From an optimization exercise on the open Yosys and OpenROAD flow, aimed at small area; shortcuts taken in it are not production practice.
In this exercise RTL edits were held to simulation tests only and were not proved equivalent to the original.
Power is estimated from default activity; no workload was simulated.

==> 11-10: inputs <==
Design core_debug_unit, start of the top module:
module core_debug_unit #(
    parameter int NUM_REGS = 32
)(
    input  logic        clk,
    input  logic        reset_n,
    input  logic        retire_valid_i,
    input  logic [31:0] retire_pc_i,
    input  logic        retire_jump_i,
    input  logic [31:0] retire_target_i,
    input  logic        ebreak_i,
    input  logic        pipe_empty_i,
    input  logic        wb_en_i,
    input  logic [4:0]  wb_addr_i,
    input  logic [31:0] wb_data_i,
    input  logic [4:0]  core_raddr_i,
    output logic [31:0] core_rdata_o,
    input  logic        haltreq_i,
    input  logic        resumereq_i,
    output logic        running_o,
    output logic        halted_o,
    output logic        resumeack_o,
    output logic [31:0] resume_pc_o,
    input  logic        ar_en_i,
    input  logic        ar_wr_i,
    input  logic [15:0] ar_addr_i,
    input  logic [31:0] ar_wdata_i,
    output logic [31:0] ar_rdata_o,
    output logic        ar_done_o
);
    logic [31:0] dpc;
    logic [1:0]  cause;
    logic        dpc_we;
    logic        gpr_we;
    logic        is_gpr;
    logic        is_dpc;
    logic [7:0]  csr_const;
    logic        rf_we;
    logic [4:0]  rf_waddr;
    logic [31:0] rf_wdata;
    dbg_halt_fsm u_dbg_halt_fsm (
        .clk             (clk),
        .reset_n         (reset_n),
        .haltreq_i       (haltreq_i),
        .resumereq_i     (resumereq_i),
        .ebreak_i        (ebreak_i),
        .retire_valid_i  (retire_valid_i),
        .retire_jump_i   (retire_jump_i),
  ...
Settings: LEC_CHECK=0, CAP_MARGIN=20, CORE_MARGIN=2, CORE_UTILIZATION=45, CTS_BUF_LIST=sky130_fd_sc_hd__clkbuf_8, PLACE_DENSITY=0.55, SETUP_SLACK_MARGIN=0.3, SLEW_MARGIN=20, SYNTH_HIERARCHICAL=1, SYNTH_MINIMUM_KEEP_SIZE=0; clock period 8.0 ns.
run.sh (not shown) runs the stock make flow with config.mk's settings and CLKGATE_MAP_FILE= SYNTH_SCRIPT=/design/flow/synth_recipe.tcl, a recipe that flattens the netlist after the stock synthesis.
==> 12-20 (differences from 11-10) <==
CORE_UTILIZATION = 30   (was 45)
CTS_BUF_LIST = default   (was sky130_fd_sc_hd__clkbuf_8)
PLACE_DENSITY = 0.45   (was 0.55)
SETUP_SLACK_MARGIN = 1.0   (was 0.3)
==> 12-16 (differences from 11-10) <==
--- a/flow/design.v
+++ b/flow/design.v
@@ -13,31 +13,38 @@
     input  logic [4:0]  dbg_raddr_i,
     input  logic        dpc_sel_i,
     input  logic [31:0] dpc_i,
     input  logic [7:0]  csr_const_i,
     output logic [31:0] dbg_rdata_o
 );
     logic [32*(NUM_REGS-1)-1:0] words;
-    logic [NUM_REGS-1:1]        vld_q;
     logic [NUM_REGS-1:1]        wsel;
     logic [NUM_REGS-1:1]        wsel_n;
     logic [NUM_REGS-1:1]        csel;
     logic [NUM_REGS-1:1]        dsel;
+    logic [3:0] w_lo, c_lo, d_lo;
+    logic [7:0] w_hi, c_hi, d_hi;
+    gpr_predec u_wdec (.en_i (we_i),      .addr_i (waddr_i),      .lo_o (w_lo), .hi_o (w_hi));
+    gpr_predec u_cdec (.en_i (1'b1),      .addr_i (core_raddr_i), .lo_o (c_lo), .hi_o (c_hi));
+    gpr_predec u_ddec (.en_i (dbg_ren_i), .addr_i (dbg_raddr_i),  .lo_o (d_lo), .hi_o (d_hi));
     for (genvar i = 1; i < NUM_REGS; i++) begin : g_sel
-        assign wsel[i]   = we_i && (waddr_i == i);
-        assign wsel_n[i] = !wsel[i];
-        assign csel[i]   = vld_q[i] && (core_raddr_i == i);
-        assign dsel[i]   = vld_q[i] && dbg_ren_i && (dbg_raddr_i == i);
-    end
-    always_ff @(posedge clk or negedge reset_n) begin
-        if (!reset_n) begin
-            vld_q <= '0;
-        end else begin
-            vld_q <= vld_q | wsel;
-        end
+        gpr_regsel u_sel (
+            .clk      (clk),
+            .reset_n  (reset_n),
+            .w_lo_i   (w_lo[i % 4]),
+            .w_hi_i   (w_hi[i / 4]),
+            .c_lo_i   (c_lo[i % 4]),
+            .c_hi_i   (c_hi[i / 4]),
+            .d_lo_i   (d_lo[i % 4]),
+            .d_hi_i   (d_hi[i / 4]),
+            .wsel_o   (wsel[i]),
+            .wsel_n_o (wsel_n[i]),
+            .csel_o   (csel[i]),
+            .dsel_o   (dsel[i])
+        );
     end
     for (genvar i = 1; i < NUM_REGS; i++) begin : g_word
         gpr_word u_word (
             .clk    (clk),
             .we_i   (wsel[i]),
             .we_n_i (wsel_n[i]),
             .d_i    (wdata_i),
@@ -79,14 +86,57 @@
                 .xsel_i (dpc_sel_i),
                 .xd_i   (dpc_i[b]),
                 .y_o    (dbg_rdata_o[b])
             );
         end
     end
 endmodule
+module gpr_predec (
+    input  logic       en_i,
+    input  logic [4:0] addr_i,
+    output logic [3:0] lo_o,
+    output logic [7:0] hi_o
+);
+    for (genvar j = 0; j < 4; j++) begin : g_lo
+        assign lo_o[j] = en_i && (addr_i[1:0] == j);
+    end
+    for (genvar k = 0; k < 8; k++) begin : g_hi
+        assign hi_o[k] = (addr_i[4:2] == k);
+    end
+endmodule
+module gpr_regsel (
+    input  logic clk,
+    input  logic reset_n,
+    input  logic w_lo_i,
+    input  logic w_hi_i,
+    input  logic c_lo_i,
+    input  logic c_hi_i,
+    input  logic d_lo_i,
+    input  logic d_hi_i,
+    output logic wsel_o,
+    output logic wsel_n_o,
+    output logic csel_o,
+    output logic dsel_o
+);
+    logic vld_q;
+    assign wsel_n_o = !(w_lo_i && w_hi_i);
+    gpr_inv u_wsel (
+        .a (wsel_n_o),
+        .y (wsel_o)
+    );
+    assign csel_o   = vld_q && c_lo_i && c_hi_i;
+    assign dsel_o   = vld_q && d_lo_i && d_hi_i;
+    always_ff @(posedge clk or negedge reset_n) begin
+        if (!reset_n) begin
+            vld_q <= 1'b0;
+        end else begin
+            vld_q <= vld_q || !wsel_n_o;
+        end
+    end
+endmodule
 module gpr_word (
     input  logic        clk,
     input  logic        we_i,
     input  logic        we_n_i,
     input  logic [31:0] d_i,
     output logic [31:0] q_o
 );
@@ -100,14 +150,20 @@
             .y  (nxt[b])
         );
     end
     always_ff @(posedge clk) begin
         q_o <= nxt;
     end
 endmodule
+module gpr_inv (
+    input  logic a,
+    output logic y
+);
+    assign y = !a;
+endmodule
 module gpr_ao22 (
     input  logic a1,
     input  logic a2,
     input  logic b1,
     input  logic b2,
     output logic y
 );
@@ -230,14 +286,15 @@
 );
     localparam logic [1:0] ST_RUNNING  = 2'd0;
     localparam logic [1:0] ST_HALTING  = 2'd1;    
     localparam logic [1:0] ST_HALTED   = 2'd2;
     localparam logic [1:0] ST_RESUMING = 2'd3;    
     logic [1:0]  state_q;
     logic [31:0] next_pc_q;    
+    logic        next_pc_vld_q;    
     logic [31:0] dpc_q;
     logic [1:0]  cause_q;      
     logic running, halting, halted, resuming;
     logic retire_ok;           
     logic ebreak_hit;
     logic follow;              
     logic dpc_follow;          
@@ -250,53 +307,52 @@
     assign ebreak_hit = retire_valid_i && ebreak_i;
     assign follow     = !state_q[1];
     assign dpc_follow = (running && !ebreak_hit && haltreq_i) || (halting && cause_q[1]);
     logic np_tgt, np_inc, np_dpc, np_hold;
     assign np_tgt  = follow && retire_ok && retire_jump_i;
     assign np_inc  = follow && retire_ok && !retire_jump_i;
     assign np_dpc  = resuming;
-    assign np_hold = !(np_tgt || np_inc || np_dpc);
-    logic dp_rpc, dp_tgt, dp_inc, dp_npc, dp_wd, dp_hold;
+    assign np_hold = !(np_tgt || np_inc || np_dpc) && next_pc_vld_q;
+    logic dp_rpc, dp_npc, dp_wd, dp_hold;
     assign dp_rpc  = running && ebreak_hit;
-    assign dp_tgt  = dpc_follow && retire_ok && retire_jump_i;
-    assign dp_inc  = dpc_follow && retire_ok && !retire_jump_i;
-    assign dp_npc  = dpc_follow && !retire_ok;
+    assign dp_npc  = dpc_follow;
     assign dp_wd   = halted && dpc_we_i;
-    assign dp_hold = !(dp_rpc || dp_tgt || dp_inc || dp_npc || dp_wd);
+    assign dp_hold = !(dp_rpc || dp_npc || dp_wd);
     dbg_pc_inc u_inc (
         .pc_i  (retire_pc_i),
         .inc_o (pc_inc)
     );
     logic [31:0] next_pc_nxt;
     logic [31:0] dpc_nxt;
     for (genvar b = 0; b < 32; b++) begin : g_bit
         dbg_sel4 u_np (
             .s0 (np_tgt),  .d0 (retire_target_i[b]),
             .s1 (np_inc),  .d1 (pc_inc[b]),
             .s2 (np_dpc),  .d2 (dpc_q[b]),
             .s3 (np_hold), .d3 (next_pc_q[b]),
             .y  (next_pc_nxt[b])
         );
-        dbg_sel6 u_dp (
+        dbg_sel4 u_dp (
             .s0 (dp_rpc),  .d0 (retire_pc_i[b]),
-            .s1 (dp_tgt),  .d1 (retire_target_i[b]),
-            .s2 (dp_inc),  .d2 (pc_inc[b]),
-            .s3 (dp_npc),  .d3 (next_pc_q[b]),
-            .s4 (dp_wd),   .d4 (dpc_wdata_i[b]),
-            .s5 (dp_hold), .d5 (dpc_q[b]),
+            .s1 (dp_npc),  .d1 (next_pc_nxt[b]),
+            .s2 (dp_wd),   .d2 (dpc_wdata_i[b]),
+            .s3 (dp_hold), .d3 (dpc_q[b]),
             .y  (dpc_nxt[b])
         );
     end
+    always_ff @(posedge clk) begin
+        next_pc_q <= next_pc_nxt;
+    end
     always_ff @(posedge clk or negedge reset_n) begin
         if (!reset_n) begin
-            next_pc_q <= '0;
-            dpc_q     <= '0;
+            next_pc_vld_q <= 1'b0;
+            dpc_q         <= '0;
         end else begin
-            next_pc_q <= next_pc_nxt;
-            dpc_q     <= dpc_nxt;
+            next_pc_vld_q <= 1'b1;
+            dpc_q         <= dpc_nxt;
         end
     end
     always_ff @(posedge clk or negedge reset_n) begin
         if (!reset_n) begin
             state_q <= ST_RUNNING;
             cause_q <= '0;
         end else begin
@@ -356,38 +412,14 @@
         .a1 (s0), .a2 (d0),
         .b1 (s1), .b2 (d1),
         .c1 (s2), .c2 (d2),
         .y  (g0_n)
     );
     assign y = !(g0_n && !(s3 && d3));
 endmodule
-module dbg_sel6 (
-    input  logic s0, d0,
-    input  logic s1, d1,
-    input  logic s2, d2,
-    input  logic s3, d3,
-    input  logic s4, d4,
-    input  logic s5, d5,
-    output logic y
-);
-    logic g0_n, g1_n;
-    cdu_aoi222 u_g0 (
-        .a1 (s0), .a2 (d0),
-        .b1 (s1), .b2 (d1),
-        .c1 (s2), .c2 (d2),
-        .y  (g0_n)
-    );
-    cdu_aoi222 u_g1 (
-        .a1 (s3), .a2 (d3),
-        .b1 (s4), .b2 (d4),
-        .c1 (s5), .c2 (d5),
-        .y  (g1_n)
-    );
-    assign y = !(g0_n && g1_n);
-endmodule
 `timescale 1ns/10ps
 module abstract_reg_access (
     input  logic        ar_en_i,
     input  logic        ar_wr_i,
     input  logic [15:0] ar_addr_i,
     output logic        ar_done_o,
     input  logic        halted_i,
@@ -480,17 +512,27 @@
         .cause_i     (cause),
         .is_gpr_o    (is_gpr),
         .is_dpc_o    (is_dpc),
         .csr_const_o (csr_const),
         .dpc_we_o    (dpc_we),
         .gpr_we_o    (gpr_we)
     );
+    logic halted_n;
+    assign halted_n = !halted_o;
     assign rf_we    = halted_o ? gpr_we : wb_en_i;
     assign rf_waddr = halted_o ? ar_addr_i[4:0] : wb_addr_i;
-    assign rf_wdata = halted_o ? ar_wdata_i : wb_data_i;
+    for (genvar b = 0; b < 32; b++) begin : g_wdata
+        gpr_ao22 u_wd (
+            .a1 (halted_o),
+            .a2 (ar_wdata_i[b]),
+            .b1 (halted_n),
+            .b2 (wb_data_i[b]),
+            .y  (rf_wdata[b])
+        );
+    end
     gpr_file #(
         .NUM_REGS (NUM_REGS)
     ) u_gpr_file (
         .clk          (clk),
         .reset_n      (reset_n),
         .we_i         (rf_we),
         .waddr_i      (rf_waddr),
==> flow/flow/run.sh (new file) <==
#!/bin/bash
# Standard ORFS layout (the standard.sh, standard synthesis), with two
# changes to how the layout is made:
#  - port buffers use the smallest buffer cell instead of the default pick
#  - clock tree: larger sink clusters and no dummy loads
set -euo pipefail
export BUFFER_PORTS_ARGS="-buffer_cell sky130_fd_sc_hd__buf_1"
export CTS_ARGS="-sink_clustering_enable -repair_clock_nets -dont_use_dummy_load -buf_list sky130_fd_sc_hd__clkbuf_16 -sink_clustering_size 20 -sink_clustering_max_diameter 100"
bash standard.sh BUFFER_PORTS_ARGS="$BUFFER_PORTS_ARGS" CTS_ARGS="$CTS_ARGS" finish > make_finish.log 2>&1
==> flow/standard.sh (new file) <==
#!/bin/bash
# synth_recipe.tcl (not shown) runs the flow's synth.tcl, then flattens the netlist and writes it again
# the make line also repeats each setting of config.mk as NAME=value (left out here)
make -C /OpenROAD-flow-scripts/flow DESIGN_CONFIG=/design/flow/config.mk WORK_HOME=/design/flow/orfs CLKGATE_MAP_FILE= SYNTH_SCRIPT=/design/flow/synth_recipe.tcl "${@:-finish}"
CAP_MARGIN = 5   (was 20)
CORE_UTILIZATION = 30   (was 45)
CTS_BUF_LIST = default   (was sky130_fd_sc_hd__clkbuf_8)
PLACE_DENSITY = 0.45   (was 0.55)
SETUP_SLACK_MARGIN = 0.5   (was 0.3)
SLEW_MARGIN = 5   (was 20)
removed: flow/run.sh
==> summary of the runs <==
- 12-16 ran to the end with no violations. 12-20 passed the timing, design-rule and antenna checks. 11-10 completed with no timing, DRC or antenna violations.
- Global-route usage, highest first: 11-10, 12-20, 12-16.
- Against 11-10, the clock power of 12-16 is lower by about 35%.
- Synthesized cell count is the same in 12-20 and 11-10.
- Total power, lowest first: 12-16, 11-10, 12-20.
==> figures <==
Outcome: 11-10 no timing/DRC/antenna violations; 12-16 no timing/DRC/antenna violations; 12-20 no timing/DRC/antenna violations
Die outline area: 11-10 99500 sq um; 12-16 146000 sq um; 12-20 149000 sq um
Number of DRC markers after the initial detailed-route iteration: 11-10 13100; 12-16 10400; 12-20 11000
Fraction of power consumed by sequential logic: 11-10 49.3%; 12-16 56.4%; 12-20 47.7%
Mean instance size in the synthesized netlist: 11-10 12.3 sq um; 12-16 12.4 sq um; 12-20 12.3 sq um
Xor and xnor area share after synthesis: 11-10 0.0201%; 12-16 0.0204%; 12-20 0.0201%
Detailed route wirelength on metal3: 11-10 36900 um; 12-16 22800 um; 12-20 36300 um
Overall power of the completed layout: 11-10 18.6 mW; 12-16 17.9 mW; 12-20 19.3 mW
Total number of H-tree levels: 11-10 4; 12-16 2; 12-20 3
Count of different cell masters after synthesis: 11-10 51; 12-16 44; 12-20 51

-- separate check: timing with driven ports --
The results above use ideal ports. As a check the final layouts listed here were re-extracted and re-timed, cells and wires unchanged.
Step 1 (the two cells are an assumption about what drives the block):
set clk [get_ports {clk}]
set_driving_cell -lib_cell sky130_fd_sc_hd__clkbuf_16 $clk
set_driving_cell -lib_cell sky130_fd_sc_hd__buf_2 [delete_from_list [all_inputs] $clk]
Step 2 adds t to the input delays and takes it off the output delays; t is the mean of the earliest and latest rising clock arrival at the registers after step 1. Input paths then give back, and output paths get back, about the clock's delay inside the block.
Three values: no drivers, after step 1, after step 2; two values: the first two.
| run | shift t [ns] | setup slack, ns | worst register clock-pin slew, ns | worst data-port slew with drivers (ns) | pins driven straight from the clock port |
|---|---|---|---|---|---|
| 11-10 | 0.948 | 0.444 / 0.416 / -0.235 | 0.07 / 0.07 | 0.09 | 1 |
| 12-20 | 0.839 | 0.873 / 0.844 / 0.319 | 0.07 / 0.07 | 0.13 | 1 |
| 12-16 | 0.787 | 0.631 / 0.687 / -0.100 | 0.10 / 0.10 | 0.08 | 1 |
Met with ideal ports but missed after step 2: setup timing in 11-10 and 12-16. The setup slack of 12-16, which loses most, moves by +0.056 ns with the drivers and by -0.731 ns with both steps.
